This design comes from an exercise in tuning for small area and a short achievable clock period on the open sky130 flow, not from production work. Where RTL was checked, it was by simulation tests only, not by an equivalence proof against the original. Power is estimated from default activity; no workload was simulated.

==> run B: inputs <==
==> flow/design.v <==
`timescale 1ns/1ps
module rename_top (
    input  logic      clk,
    input  logic      rst,
    input  logic      rename_valid,
    input  logic [$clog2(32)-1:0] rs1_arch,
    input  logic [$clog2(32)-1:0] rs2_arch,
    input  logic [$clog2(32)-1:0] rd_arch,
    input  logic      complete_valid,
    input  logic [$clog2(16)-1:0]   complete_rob_id,
    input  logic      complete_mispredict,
    output logic      rename_ready,
    output logic [$clog2(64)-1:0]  rs1_phy,
    output logic [$clog2(64)-1:0]  rs2_phy,
    output logic [$clog2(64)-1:0]  rd_phy,
    output logic [$clog2(16)-1:0]   rob_id,
    output logic      retire_valid,
    output logic [$clog2(32)-1:0] retire_rd_arch,
    output logic [$clog2(64)-1:0]  retire_rd_phy,
    output logic      flush
);
    wire [$clog2(64)-1:0] fmap_q [32];
    wire [$clog2(64)-1:0] bmap_q [32];
    wire [64-1:0] free_q;
    wire [64-1:0] held_q;
    logic [64-1:0] free_d;
    logic [$clog2(64)-1:0] alloc_q;
    logic avail_q;
    logic ready_q;
    logic [$clog2(16):0] head_q;
    logic [$clog2(16):0] tail_q;
    logic [$clog2(32)-1:0] ent_rd_arch [16];
    logic [$clog2(64)-1:0]  ent_new_phy [16];
    logic [16-1:0] ent_done;
    logic [16-1:0] ent_misp;
    logic retire_misp;
    logic [$clog2(64)-1:0] release_phy;
    assign fmap_q[0] = '0;
    assign bmap_q[0] = '0;
    assign free_q[0] = 1'b0;
    assign held_q[0] = 1'b1;
    assign free_d[0] = 1'b0;
    assign rs1_phy = fmap_q[rs1_arch];
    assign rs2_phy = fmap_q[rs2_arch];
    logic [$clog2(64)-1:0] alloc_d;
    logic [7:0] grp_any;
    logic [2:0] grp_idx [8];
    always_comb begin
        for (int g = 0; g < 8; g++) begin
            grp_any[g] = |free_d[g*8 +: 8];
            grp_idx[g] = '0;
            for (int j = 7; j >= 0; j--) begin
                if (free_d[g*8 + j]) grp_idx[g] = j[2:0];
            end
        end
        alloc_d = '0;
        for (int g = 7; g >= 0; g--) begin
            if (grp_any[g]) alloc_d = {g[2:0], grp_idx[g]};
        end
    end
    logic [64-1:0] lower_free;
    always_comb begin
        lower_free[0] = 1'b0;
        for (int i = 1; i < 64; i++) begin
            lower_free[i] = lower_free[i-1] | free_q[i-1];
        end
    end
    logic recovering, rename_fire, alloc_fire, pop;
    logic rd_nz;
    logic [$clog2(16)-1:0] head_slot, tail_slot;
    logic [$clog2(16):0] head_d, tail_d;
    logic full_d, retire_valid_d, retire_misp_d, flush_d;
    assign head_slot = head_q[$clog2(16)-1:0];
    assign tail_slot = tail_q[$clog2(16)-1:0];
    assign recovering = (retire_valid && retire_misp) || flush;
    assign rd_nz = (rd_arch != '0);
    assign rename_ready = ready_q && (avail_q || !rd_nz);
    assign rename_fire  = rename_valid && rename_ready;
    assign alloc_fire   = rename_valid && ready_q && avail_q && rd_nz;
    assign rd_phy = alloc_fire ? alloc_q : '0;
    assign rob_id = tail_slot;
    assign pop = (head_q != tail_q) && ent_done[head_slot] && !recovering;
    assign retire_valid_d = pop;
    assign retire_misp_d = pop && ent_misp[head_slot];
    assign flush_d = retire_valid && retire_misp;
    always_comb begin
        head_d = head_q;
        tail_d = tail_q;
        if (flush) begin
            head_d = tail_q;
        end else begin
            if (pop) head_d = head_q + 1'b1;
            if (rename_fire) tail_d = tail_q + 1'b1;
        end
    end
    assign full_d = (head_d[$clog2(16)-1:0] == tail_d[$clog2(16)-1:0]) &&
                    (head_d[$clog2(16)] != tail_d[$clog2(16)]);
    logic release_valid;
    assign release_valid = retire_valid && (retire_rd_arch != '0);
    for (genvar i = 1; i < 32; i++) begin : g_map
        logic [$clog2(64)-1:0] f_q, b_q;
        assign fmap_q[i] = f_q;
        assign bmap_q[i] = b_q;
        always_ff @(posedge clk or posedge rst) begin
            if (rst) begin
                f_q <= i[$clog2(64)-1:0];
            end else if (flush) begin
                f_q <= b_q;
            end else if (alloc_fire && (rd_arch == i[$clog2(32)-1:0])) begin
                f_q <= alloc_q;
            end
        end
        always_ff @(posedge clk or posedge rst) begin
            if (rst) begin
                b_q <= i[$clog2(64)-1:0];
            end else if (release_valid && (retire_rd_arch == i[$clog2(32)-1:0])) begin
                b_q <= retire_rd_phy;
            end
        end
    end
    for (genvar i = 1; i < 64; i++) begin : g_phy
        logic rel_hit, new_hit, fr_q, hd_q;
        assign free_q[i] = fr_q;
        assign held_q[i] = hd_q;
        assign rel_hit = release_valid && (release_phy == i[$clog2(64)-1:0]);
        assign new_hit = release_valid && (retire_rd_phy == i[$clog2(64)-1:0]);
        assign free_d[i] = flush ? !hd_q
                                 : ((fr_q && (!alloc_fire || lower_free[i])) || rel_hit);
        always_ff @(posedge clk or posedge rst) begin
            if (rst) begin
                fr_q <= (i >= 32);
                hd_q <= (i < 32);
            end else begin
                fr_q <= free_d[i];
                hd_q <= (hd_q && !rel_hit) || new_hit;
            end
        end
    end
    always_ff @(posedge clk or posedge rst) begin
        if (rst) begin
            head_q <= '0;
            tail_q <= '0;
            retire_valid <= 1'b0;
            retire_misp <= 1'b0;
            flush <= 1'b0;
            ready_q <= 1'b1;
            alloc_q <= 32;
            avail_q <= 1'b1;
        end else begin
            head_q <= head_d;
            tail_q <= tail_d;
            retire_valid <= retire_valid_d;
            retire_misp <= retire_misp_d;
            flush <= flush_d;
            ready_q <= !full_d && !(retire_valid_d && retire_misp_d) && !flush_d;
            alloc_q <= alloc_d;
            avail_q <= |free_d;
        end
    end
    always_ff @(posedge clk) begin
        if (complete_valid && !recovering) begin
            ent_done[complete_rob_id] <= 1'b1;
            ent_misp[complete_rob_id] <= complete_mispredict;
        end
        if (rename_fire) begin
            ent_done[tail_slot] <= 1'b0;
        end
    end
    always_ff @(posedge clk) begin
        if (rename_fire) begin
            ent_rd_arch[tail_slot] <= rd_arch;
            ent_new_phy[tail_slot] <= rd_phy;
        end
    end
    logic [$clog2(32)-1:0] head_arch;
    assign head_arch = ent_rd_arch[head_slot];
    always_ff @(posedge clk) begin
        retire_rd_arch <= head_arch;
        retire_rd_phy <= ent_new_phy[head_slot];
        if (release_valid && (retire_rd_arch == head_arch)) begin
            release_phy <= retire_rd_phy;
        end else begin
            release_phy <= bmap_q[head_arch];
        end
    end
endmodule
==> flow/run.sh <==
#!/bin/bash
# synth_recipe.tcl (not shown) runs the flow's synth.tcl, then flattens the netlist and writes it again
# the make line also repeats each setting of config.mk as NAME=value (left out here)
make -C /OpenROAD-flow-scripts/flow DESIGN_CONFIG=/design/flow/config.mk WORK_HOME=/design/flow/orfs CLKGATE_MAP_FILE= SYNTH_SCRIPT=/design/flow/synth_recipe.tcl finish
==> flow/config.mk <==
export PLATFORM = sky130hd
export DESIGN_NAME = rename_top
export DESIGN_NICKNAME = rename_top
export VERILOG_FILES = /design/flow/design.v
export SDC_FILE = /design/flow/constraint.sdc
export NUM_CORES = 4
export LEC_CHECK = 0
export CAP_MARGIN = 20
export CELL_PAD_IN_SITES_DETAIL_PLACEMENT = 1
export CELL_PAD_IN_SITES_GLOBAL_PLACEMENT = 2
export CORE_MARGIN = 2
export CORE_UTILIZATION = 25
export CTS_BUF_LIST = sky130_fd_sc_hd__clkbuf_8
export CTS_CLUSTER_DIAMETER = 60
export CTS_CLUSTER_SIZE = 12
export PLACE_DENSITY = 0.85
export SETUP_SLACK_MARGIN = 1.8
export SLEW_MARGIN = 20
==> flow/constraint.sdc <==
create_clock -name core_clock -period 6.0 [get_ports {clk}]
set_input_delay 1.2000 -clock core_clock [delete_from_list [all_inputs] [get_ports {clk}]]
set_output_delay 1.2000 -clock core_clock [all_outputs]
set_load 0.01 [all_outputs]
==> run Y: changes against run B <==
--- a/flow/design.v
+++ b/flow/design.v
@@ -41,6 +41,11 @@
     assign held_q[0] = 1'b1;
     assign free_d[0] = 1'b0;
-    assign rs1_phy = fmap_q[rs1_arch];
-    assign rs2_phy = fmap_q[rs2_arch];
+    logic [$clog2(64)-1:0] rs1_lo, rs1_hi, rs2_lo, rs2_hi;
+    assign rs1_lo = fmap_q[{1'b0, rs1_arch[3:0]}];
+    assign rs1_hi = fmap_q[{1'b1, rs1_arch[3:0]}];
+    assign rs2_lo = fmap_q[{1'b0, rs2_arch[3:0]}];
+    assign rs2_hi = fmap_q[{1'b1, rs2_arch[3:0]}];
+    assign rs1_phy = rs1_arch[4] ? rs1_hi : rs1_lo;
+    assign rs2_phy = rs2_arch[4] ? rs2_hi : rs2_lo;
     logic [$clog2(64)-1:0] alloc_d;
     logic [7:0] grp_any;
--- a/flow/config.mk
+++ b/flow/config.mk
@@ -11,8 +11,8 @@
 export CORE_MARGIN = 2
 export CORE_UTILIZATION = 25
-export CTS_BUF_LIST = sky130_fd_sc_hd__clkbuf_8
-export CTS_CLUSTER_DIAMETER = 60
-export CTS_CLUSTER_SIZE = 12
-export PLACE_DENSITY = 0.85
-export SETUP_SLACK_MARGIN = 1.8
+export CTS_BUF_LIST = sky130_fd_sc_hd__clkbuf_16
+export CTS_CLUSTER_DIAMETER = 100
+export CTS_CLUSTER_SIZE = 20
+export PLACE_DENSITY = 0.45
+export SETUP_SLACK_MARGIN = 1.9
 export SLEW_MARGIN = 20
==> run C: changes against run B <==
--- a/flow/config.mk
+++ b/flow/config.mk
@@ -10,8 +10,8 @@
 export CELL_PAD_IN_SITES_GLOBAL_PLACEMENT = 2
 export CORE_MARGIN = 2
-export CORE_UTILIZATION = 25
-export CTS_BUF_LIST = sky130_fd_sc_hd__clkbuf_8
-export CTS_CLUSTER_DIAMETER = 60
-export CTS_CLUSTER_SIZE = 12
+export CORE_UTILIZATION = 35
+export CTS_BUF_LIST = sky130_fd_sc_hd__clkbuf_16
+export CTS_CLUSTER_DIAMETER = 100
+export CTS_CLUSTER_SIZE = 20
 export PLACE_DENSITY = 0.85
 export SETUP_SLACK_MARGIN = 1.8
==> run summary <==
Of run Y and run B, run Y has the higher synthesized cell count (gap about 3.4%, measured against run B). Of run B and run C, run C has the higher hold slack (gap 4.1 ps). Against run B, the die area of run C is smaller by about 28%. The highest count of clock-buffer cells in the layout belongs to run B, the lowest to run C. Register-to-register slack is about the same in run B and run Y. Against run C, the sequential share of layout area of run B is lower by 1.0 points. Against run B, the cell count of run C is lower by about 10%. Global-route usage: run C > run Y > run B.
==> figures <==
Via count of the first global-routing pass: run Y 31800; run B 31000; run C 30300
Number of antenna violations at the first check in global routing: run Y 13; run B 5; run C 5
Wire length on met2: run Y 98800 µm; run B 78200 µm; run C 71200 µm
Portion of the layout cell area used by clock cells: run Y 0.0364; run B 0.0395; run C 0.0321
Clock buffer count: run Y 49; run B 88; run C 46
Number of antenna repair diodes: run Y 2; run B 1; run C 2
Setup slack on the worst flop-to-flop path: run Y 1910 ps; run B 1900 ps; run C 1830 ps
Reported combinational group power: run Y 9110 µW; run B 6870 µW; run C 7020 µW
Worst Max-Slew Pin Slew: run Y 1170 ps; run B 1290 ps; run C 1080 ps
Clock group: run Y 3800 µW; run B 3660 µW; run C 3240 µW
Post-detailed-placement half-perimeter wirelength: run Y 149000 µm; run B 130000 µm; run C 120000 µm
Pwr Density: run Y 511 nW/µm²; run B 491 nW/µm²; run C 485 nW/µm²
Setup WS post-layout: run Y 1860 ps; run B 1820 ps; run C 1810 ps
Status: run Y timing/DRC/antenna clean; run B timing/DRC/antenna clean; run C timing/DRC/antenna clean
Post-CTS Resized: run Y 243; run B 208; run C 199
Num CTS Buffers: run Y 49; run B 80; run C 44
Highest net fanout along the worst path: run Y 13; run B 8; run C 8
Only the layout flow was run in run Y; the RTL was not checked for function there.

-- what the ideal ports hide --
No port has a modelled driver above. Below, the same layouts with a new extraction and two added sets of constraints.
Step 1, drivers: a clkbuf_16 drives clk and a buf_2 each remaining input, both assumed.
Step 2 adds t to the input delays and takes it off the output delays; t is the mean of the earliest and latest rising clock arrival at the registers after step 1. Input paths then give back, and output paths get back, about the clock's delay inside the block.
Slacks: ideal / step 1 / step 2; pairs: ideal / step 1.
run | shift t [ns] | setup slack, ns | worst hold slack (ns) | worst register clock-pin slew, ns
run B | 0.819 | 1.822 / 1.762 / 1.213 | 0.482 / 0.482 / 0.482 | 0.10 / 0.10
run Y | 0.758 | 1.860 / 1.800 / 1.380 | 0.488 / 0.488 / 0.488 | 0.10 / 0.10
run C | 0.703 | 1.807 / 1.716 / 1.297 | 0.486 / 0.486 / 0.486 | 0.10 / 0.10
After both steps setup and hold are still met in every run listed. The setup slack of run B, which loses most, moves by -0.060 ns with the drivers and by -0.609 ns with both steps.
